Context: an optimization exercise on an open-source flow, tuned for small area and a short achievable clock period. The choices shown serve that exercise and are no tape-out recipe. Function was checked by simulation only, so behaviour that the tests miss may differ from the original. Power and IR drop assume default switching activity.

**run.sh**
```bash
#!/bin/bash
# synth_recipe.tcl (not shown) runs the flow's synth.tcl, then flattens the netlist and writes it again
# the make line also repeats each setting of config.mk as NAME=value (left out here)
make -C /OpenROAD-flow-scripts/flow DESIGN_CONFIG=/design/flow/config.mk WORK_HOME=/design/flow/orfs CLKGATE_MAP_FILE= SYNTH_SCRIPT=/design/flow/synth_recipe.tcl finish
```
**design.v**
```verilog
package TypesPkg;
    typedef enum logic [3:0] {
        ADD, SUB, SLL, SLT, XOR, SRL, SRA, OR, AND, ADDI, EQL
    } ALU_func_t;
    localparam logic [6:0] OP_REG    = 7'b0110011;
    localparam logic [6:0] OP_IMM    = 7'b0010011;
    localparam logic [6:0] OP_BRANCH = 7'b1100011;
    localparam logic [6:0] F7_BASE = 7'b0000000;
    localparam logic [6:0] F7_ALT  = 7'b0100000;
    typedef struct packed {
        ALU_func_t   ALU_func;
        logic [4:0]  rd;
        logic        rd_we;
        logic [31:0] imm;
        logic        illegal;
        logic        use_rs1;
        logic        use_rs2;
    } decoded_t;
endpackage
module regfile_2r1w (
    input  logic        clk_i,
    input  logic        rst_n_i,
    input  logic [4:0]  ra1_i,
    output logic [31:0] rd1_o,
    input  logic [4:0]  ra2_i,
    output logic [31:0] rd2_o,
    input  logic        we_i,
    input  logic [4:0]  wa_i,
    input  logic [31:0] wd_i
);
    logic [31:0] mem_q [32];
    always_ff @(posedge clk_i or negedge rst_n_i) begin
        if (!rst_n_i) begin
            for (int i = 0; i < 32; i++) begin
                mem_q[i] <= '0;
            end
        end else if (we_i && (wa_i != 5'd0)) begin
            mem_q[wa_i] <= wd_i;
        end
    end
    always_comb begin
        rd1_o = (ra1_i == 5'd0) ? 32'd0 : mem_q[ra1_i];
        rd2_o = (ra2_i == 5'd0) ? 32'd0 : mem_q[ra2_i];
    end
endmodule
module decode_stage (
    input  logic               clk,
    input  logic               rst_n,
    input  logic               in_valid,
    output logic               in_ready,
    input  logic [31:0]        in_instr,
    input  logic               wb_en,
    input  logic [4:0]         wb_rd,
    input  logic [31:0]        wb_data,
    output logic               out_valid,
    input  logic               out_ready,
    output logic [31:0]        r1,
    output logic [31:0]        r2,
    output logic signed [31:0] imm,
    output TypesPkg::ALU_func_t ALU_func,
    output logic [4:0]         rd,
    output logic               rd_we,
    output logic               illegal
);
    logic [6:0]  opcode;
    logic [2:0]  funct3;
    logic [6:0]  funct7;
    logic [4:0]  rs1;
    logic [4:0]  rs2;
    logic        legal;
    TypesPkg::decoded_t    dec;
    logic [31:0] rf_r1;
    logic [31:0] rf_r2;
    logic [31:0] busy_q, busy_d, busy_eff;
    logic        hazard;
    logic        accept;
    logic        out_valid_q, out_valid_d;
    logic [31:0] r1_q, r1_d, r2_q, r2_d, imm_q, imm_d;
    TypesPkg::ALU_func_t   func_q, func_d;
    logic [4:0]  rd_q, rd_d;
    logic        rd_we_q, rd_we_d;
    logic        illegal_q, illegal_d;
    assign opcode = in_instr[6:0];
    assign funct3 = in_instr[14:12];
    assign funct7 = in_instr[31:25];
    assign rs1    = in_instr[19:15];
    assign rs2    = in_instr[24:20];
    always_comb begin
        dec          = '0;
        dec.ALU_func = TypesPkg::ADD;
        legal        = 1'b0;
        case (opcode)
            TypesPkg::OP_REG: begin
                legal       = 1'b1;
                dec.rd      = in_instr[11:7];
                dec.rd_we   = 1'b1;
                dec.use_rs1 = 1'b1;
                dec.use_rs2 = 1'b1;
                case (funct3)
                    3'b000: begin
                        if (funct7 == TypesPkg::F7_BASE)     dec.ALU_func = TypesPkg::ADD;
                        else if (funct7 == TypesPkg::F7_ALT) dec.ALU_func = TypesPkg::SUB;
                        else                       legal = 1'b0;
                    end
                    3'b101: begin
                        if (funct7 == TypesPkg::F7_BASE)     dec.ALU_func = TypesPkg::SRL;
                        else if (funct7 == TypesPkg::F7_ALT) dec.ALU_func = TypesPkg::SRA;
                        else                       legal = 1'b0;
                    end
                    3'b001: begin dec.ALU_func = TypesPkg::SLL; legal = (funct7 == TypesPkg::F7_BASE); end
                    3'b010: begin dec.ALU_func = TypesPkg::SLT; legal = (funct7 == TypesPkg::F7_BASE); end
                    3'b100: begin dec.ALU_func = TypesPkg::XOR; legal = (funct7 == TypesPkg::F7_BASE); end
                    3'b110: begin dec.ALU_func = TypesPkg::OR;  legal = (funct7 == TypesPkg::F7_BASE); end
                    3'b111: begin dec.ALU_func = TypesPkg::AND; legal = (funct7 == TypesPkg::F7_BASE); end
                    default: legal = 1'b0;
                endcase
            end
            TypesPkg::OP_IMM: begin
                legal        = (funct3 == 3'b000);
                dec.ALU_func = TypesPkg::ADDI;
                dec.rd       = in_instr[11:7];
                dec.rd_we    = 1'b1;
                dec.use_rs1  = 1'b1;
                dec.imm      = {{20{in_instr[31]}}, in_instr[31:20]};
            end
            TypesPkg::OP_BRANCH: begin
                legal        = (funct3 == 3'b000);
                dec.ALU_func = TypesPkg::EQL;
                dec.use_rs1  = 1'b1;
                dec.use_rs2  = 1'b1;
                dec.imm      = {{19{in_instr[31]}}, in_instr[31], in_instr[7],
                                in_instr[30:25], in_instr[11:8], 1'b0};
            end
            default: legal = 1'b0;
        endcase
        if (!legal) begin
            dec          = '0;
            dec.ALU_func = TypesPkg::ADD;
            dec.illegal  = 1'b1;
        end
    end
    regfile_2r1w u_rf (
        .clk_i   (clk),
        .rst_n_i (rst_n),
        .ra1_i   (rs1),
        .rd1_o   (rf_r1),
        .ra2_i   (rs2),
        .rd2_o   (rf_r2),
        .we_i    (wb_en),
        .wa_i    (wb_rd),
        .wd_i    (wb_data)
    );
    assign busy_eff = busy_q;
    assign hazard = in_valid &&
                    ((dec.use_rs1 && (rs1 != 5'd0) && busy_eff[rs1]) ||
                     (dec.use_rs2 && (rs2 != 5'd0) && busy_eff[rs2]) ||
                     (dec.rd_we && (dec.rd != 5'd0) && busy_eff[dec.rd]));
    assign in_ready = (!out_valid_q || out_ready) && !hazard;
    assign accept   = in_valid && in_ready;
    always_comb begin
        busy_d = busy_q;
        if (wb_en) busy_d[wb_rd] = 1'b0;
        if (accept && dec.rd_we && (dec.rd != 5'd0)) busy_d[dec.rd] = 1'b1;
        busy_d[0] = 1'b0;
    end
    always_comb begin
        out_valid_d = out_valid_q;
        r1_d        = r1_q;
        r2_d        = r2_q;
        imm_d       = imm_q;
        func_d      = func_q;
        rd_d        = rd_q;
        rd_we_d     = rd_we_q;
        illegal_d   = illegal_q;
        if (accept) begin
            out_valid_d = 1'b1;
            r1_d        = dec.use_rs1 ? rf_r1 : 32'd0;
            r2_d        = dec.use_rs2 ? rf_r2 : 32'd0;
            imm_d       = dec.imm;
            func_d      = dec.ALU_func;
            rd_d        = dec.rd;
            rd_we_d     = dec.rd_we;
            illegal_d   = dec.illegal;
        end else if (out_ready) begin
            out_valid_d = 1'b0;
        end
    end
    always_ff @(posedge clk or negedge rst_n) begin
        if (!rst_n) begin
            busy_q      <= '0;
            out_valid_q <= 1'b0;
            r1_q        <= '0;
            r2_q        <= '0;
            imm_q       <= '0;
            func_q      <= TypesPkg::ADD;
            rd_q        <= '0;
            rd_we_q     <= 1'b0;
            illegal_q   <= 1'b0;
        end else begin
            busy_q      <= busy_d;
            out_valid_q <= out_valid_d;
            r1_q        <= r1_d;
            r2_q        <= r2_d;
            imm_q       <= imm_d;
            func_q      <= func_d;
            rd_q        <= rd_d;
            rd_we_q     <= rd_we_d;
            illegal_q   <= illegal_d;
        end
    end
    assign out_valid = out_valid_q;
    assign r1        = r1_q;
    assign r2        = r2_q;
    assign imm       = $signed(imm_q);
    assign ALU_func  = func_q;
    assign rd        = rd_q;
    assign rd_we     = rd_we_q;
    assign illegal   = illegal_q;
endmodule
```
**config.mk**
```make
export PLATFORM = sky130hd
export DESIGN_NAME = decode_stage
export DESIGN_NICKNAME = decode_stage
export VERILOG_FILES = /design/flow/design.v
export SDC_FILE = /design/flow/constraint.sdc
export NUM_CORES = 4
export LEC_CHECK = 0
export CAP_MARGIN = 20
export CORE_MARGIN = 2
export CORE_UTILIZATION = 30
export SLEW_MARGIN = 20
```
**constraint.sdc**
```tcl
create_clock -name core_clock -period 4.5 [get_ports {clk}]
set_input_delay 0.9000 -clock core_clock [delete_from_list [all_inputs] [get_ports {clk}]]
set_output_delay 0.9000 -clock core_clock [all_outputs]
set_load 0.01 [all_outputs]
```
==> impl_metrics.toml <==
[logic_synthesis]
ys_types = 67
synth-simple-area-share = 0.0817
synthFlopType = "dfrtp_1"
synth-edff-count = 0
synth.mux.area_fraction = 0.230
synth_xor_area_frac = 0.00142
syn_area_per_cell_um2 = 11.8
synth_compound_area_frac = 0.146
synth_seq_cells = 1112
syn-num-nets = 4772
synth_top_family_by_area = "multiplexers"
netlist_instances = 4688
synth_fa_ha_area_frac = 0.00226
yosysWarnings = 3
synthArstFlopShare = 1.00
syn-cell-area_um2 = 55400
yosysSeqAreaShare = 0.502

[floorplan]
die_w_um = 434
core-area_um2 = 183000
initial_core_util = 0.302
dieHeight_um = 434
io_pins = 183
row_count = 157
die_area_um2 = 188000

[clocking]
clk_pin_slew_ns = 0.07
clkLatencyLatePin_ns = 0.80
cts_max_path_buffers = 3
tritoncts.num_buffers = 115
hold_buffers = 0
tritoncts = "yes"
htree_num_levels = 3
cts_sinks = 1112
cts_root_buf = "clkbuf_16"

[grt]
grt_pass1_wl_mm = 382
grt_overflow = 0
antenna_found_initial = 27
grt_pass1_vias = 47800
grt_max_degree = 124
track_usage = 0.287

[job]
max-cap-violations = 0

[sta]
relSlewSlack = 0.213
hold_viol_final = 0
rsz0062_at_grt = "false"
skew_ns = 0.0254
fmax_ghz = 0.228
finalSetupViolations = 0
tns_ns = 0
period_needed_ns = 4.38
slew_viol_final = 0
period_share = 0.974
worstMarginPinSlew_ns = 1.18

[final_layout]
register_area_um2 = 27800
fin_cells = 7491
multi_input_area_um2 = 26200
nets = 5001
nFillCells = 17800
layout-drive-gt1-share = 0.366
area_growth_syn_to_layout_pct = 20.9

[worst_setup_path]
path_cells = "dlygate4sd2_1 > or4_4 > nor3_4 > a31o_2 > and3_4 > inv_2 > ha_2 > o21a_1 > ha_4 > nor2_4 > nand4_1 > o221ai_4 > or2_4 > a2bb2oi_2 > buf_2"
reg2reg_from = "busy_q[15]"
slowest_stage = "or4_4"
cp.depth = 15
crit_required_ns = 3.60
critPathMaxFanout = 3
rrSetupSlack_ns = 0.64
crit_family = "simple AND/OR/NAND/NOR gates"
path_buf_inv = 3
rr_endpoint = "r2_q[2]"
endpoint = "in_ready"
crit_path_end_kind = "output port"
worstRegToRegCells = 11
critPathKind = "input port to output port"
arrival_ns = 3.48
crit_path_start = "in_instr[28]"
slowest_delay_ns = 0.56
cp-start-kind = "input port"

[detailed_routing]
drc = 0
vias = 49600
drt-initial-drc-count = 10000
wl_met1_mm = 99.1
wl_met3_mm = 44.0
avgRoutedWirePerCell_um = 36.9
first_pass_iters = 9
highest_layer = "met5"
wl_met2_mm = 112
viasPerCell = 6.62
drt_wl_total_mm = 277
ant_nets = 0

[outcome]
status = "finished clean"

[placement]
portBuffers = 182
dp_cells = 7258
place.detailed.hpwl_mm = 164
gp_congestion = 0.964

[power_and_ir_drop]
ir_worst_vdd_uv = 319
p_leak_nw = 29.4
powerDensity_nw_per_um2 = 406

[hold_path]
hp-class = "input port to async pin"
## cell usage after synthesis (10+ instances only)
cell type     n  share of area
a2111oi_0    52         0.0082
a21oi_1      83         0.0075
a222oi_1     42         0.0076
a22oi_1     763           0.10
and2_1       20         0.0023
and3_1      147          0.017
buf_1        77         0.0052
buf_2        11        0.00099
buf_4        19         0.0026
clkbuf_1    368          0.025
dfrtp_1    1112           0.50
ha_1         10         0.0023
mux2_2     1031           0.21
mux2_4       39          0.011
mux4_2       20         0.0081
nand2_1     158          0.011
nand3_1     119          0.011
nand4_1     118          0.013
nor2_1      122         0.0083
nor2b_1      14         0.0016
nor3_1       77         0.0070
nor4_1       34         0.0038
o21ai_0      77         0.0070
o31ai_1      46         0.0062
## metal layers
layer,GRT usage,vias up
met5,0.00390,-
met4,0.174,24
met3,0.124,1477
met2,0.404,4874
met1,0.360,24800
li1,-,18400
## power breakdown
group          switching [mW]  total (mW)  internal, mW  leakage (nW)
combinational            1.66        3.44          1.78          13.0
clock                    4.46        10.3          5.89          1.96
sequential               1.64        13.4          11.8          14.4
## cell families (layout without fill, tap and decap cells)
kind of cell,count (synthesis),in the layout
adder cells (fa/ha/maj),10,10
flip-flops,1112,1112
multiplexers,1098,1098
buffers and inverters,495,820
XOR/XNOR,9,9
AO/OA/AOI/OAI,1102,1102
other,0,14
AND/OR/NAND/NOR,862,862
## stage by stage
step                hold slack (ns)   util  setup WS (ns)  instance area (um2)  total power [mW]
finish                        0.126  0.365          0.116                67000              27.2
global route                  0.147  0.365         0.0198                67000              27.9
CTS                           0.131  0.365        0.00395                66900              27.0
detailed placement            0.492  0.343         -0.655                62900              16.8
global placement              0.487  0.343         -0.642                62900              16.6
floorplan                     0.493      -          0.125                55400              15.0
## cell type report
cell class	instances	share of cell area
Inverter	9	0.000504
Antenna cell	14	0.000523
Multi-Input combinational cell	3081	0.391
Clock inverter	50	0.0102
Sequential cell	1112	0.415
Timing Repair Buffer	598	0.0872
Clock buffer	163	0.0494
Tap cell	2464	0.0460
## layout by cell type (no fill, tap or decap), types with 9 or more instances in the layout
cell / instances
dfrtp_1: 1112
mux2_2: 1031
a22oi_1: 763
buf_4: 342
clkdlybuf4s50_1: 166
and3_1: 144
nand2_1: 141
nand4_1: 118
clkbuf_16: 116
nand3_1: 110
a21oi_1: 83
nor2_1: 80
o21ai_0: 77
buf_12: 74
nor3_1: 71
a2111oi_0: 52
o31ai_1: 46
a222oi_1: 42
nor2_4: 41
mux2_4: 39
nor4_1: 34
clkbuf_1: 24
and2_2: 23
clkbuf_8: 23
clkinv_2: 21
mux4_2: 20
nand2_2: 17
diode_2: 14
bufinv_16: 13
nor2b_1: 11
nand2b_1: 9
nand3_4: 9
## repair_timing
| item | CTS | global route |
|---|---|---|
| gates resized for setup | 15 | 6 |
| setup buffers | 3 | 3 |
| pin swaps | 8 | 8 |
| endpoints found under the setup margin | 1 | 1 |
## state kept, by name, summed over array words and instances (netlist names), 4 cells and up
name	flops
u_rf.mem_q	992
r1_q	32
r2_q	32
busy_q	31
imm_q	13
rd_q	5
func_q	4
## worst min-delay path by stage
stage	from	to	slack [ns]	cells after the start
2_1_floorplan	u_rf.mem_q[10][22]	u_rf.mem_q[10][22]	0.49	1
3_3_place_gp	rd_we_q	rd_we_q	0.49	1
3_5_place_dp	r1_q[2]	r1_q[2]	0.49	1
4_1_cts	rst_n	r1_q[30]	0.13	1
5_1_grt	rst_n	r1_q[30]	0.15	1
6_report	rst_n	r1_q[30]	0.13	1

-- static timing again, ports no longer ideal --
In the flow no input, the clock included, has a driving cell. The finished layout below was timed again as built, in two steps.
Step 1 assumes that a clkbuf_16 drives the clock port and a buf_2 every other input.
Step 2 moves the port delays by t, midway between the first and last clock arrival at a register: inputs arrive t later, outputs are due t later. That takes back most of the time a late clock gives input paths.
Slacks: ideal / step 1 / step 2; pairs: ideal / step 1.
t, ns: 0.877
setup slack, ns: 0.116 / 0.095 / -0.616
worst setup path after step 2: input to register
Met with ideal ports but missed after step 2: setup timing in this run. For this run, drivers alone change the setup slack by -0.021 ns; drivers and shift together by -0.732 ns.
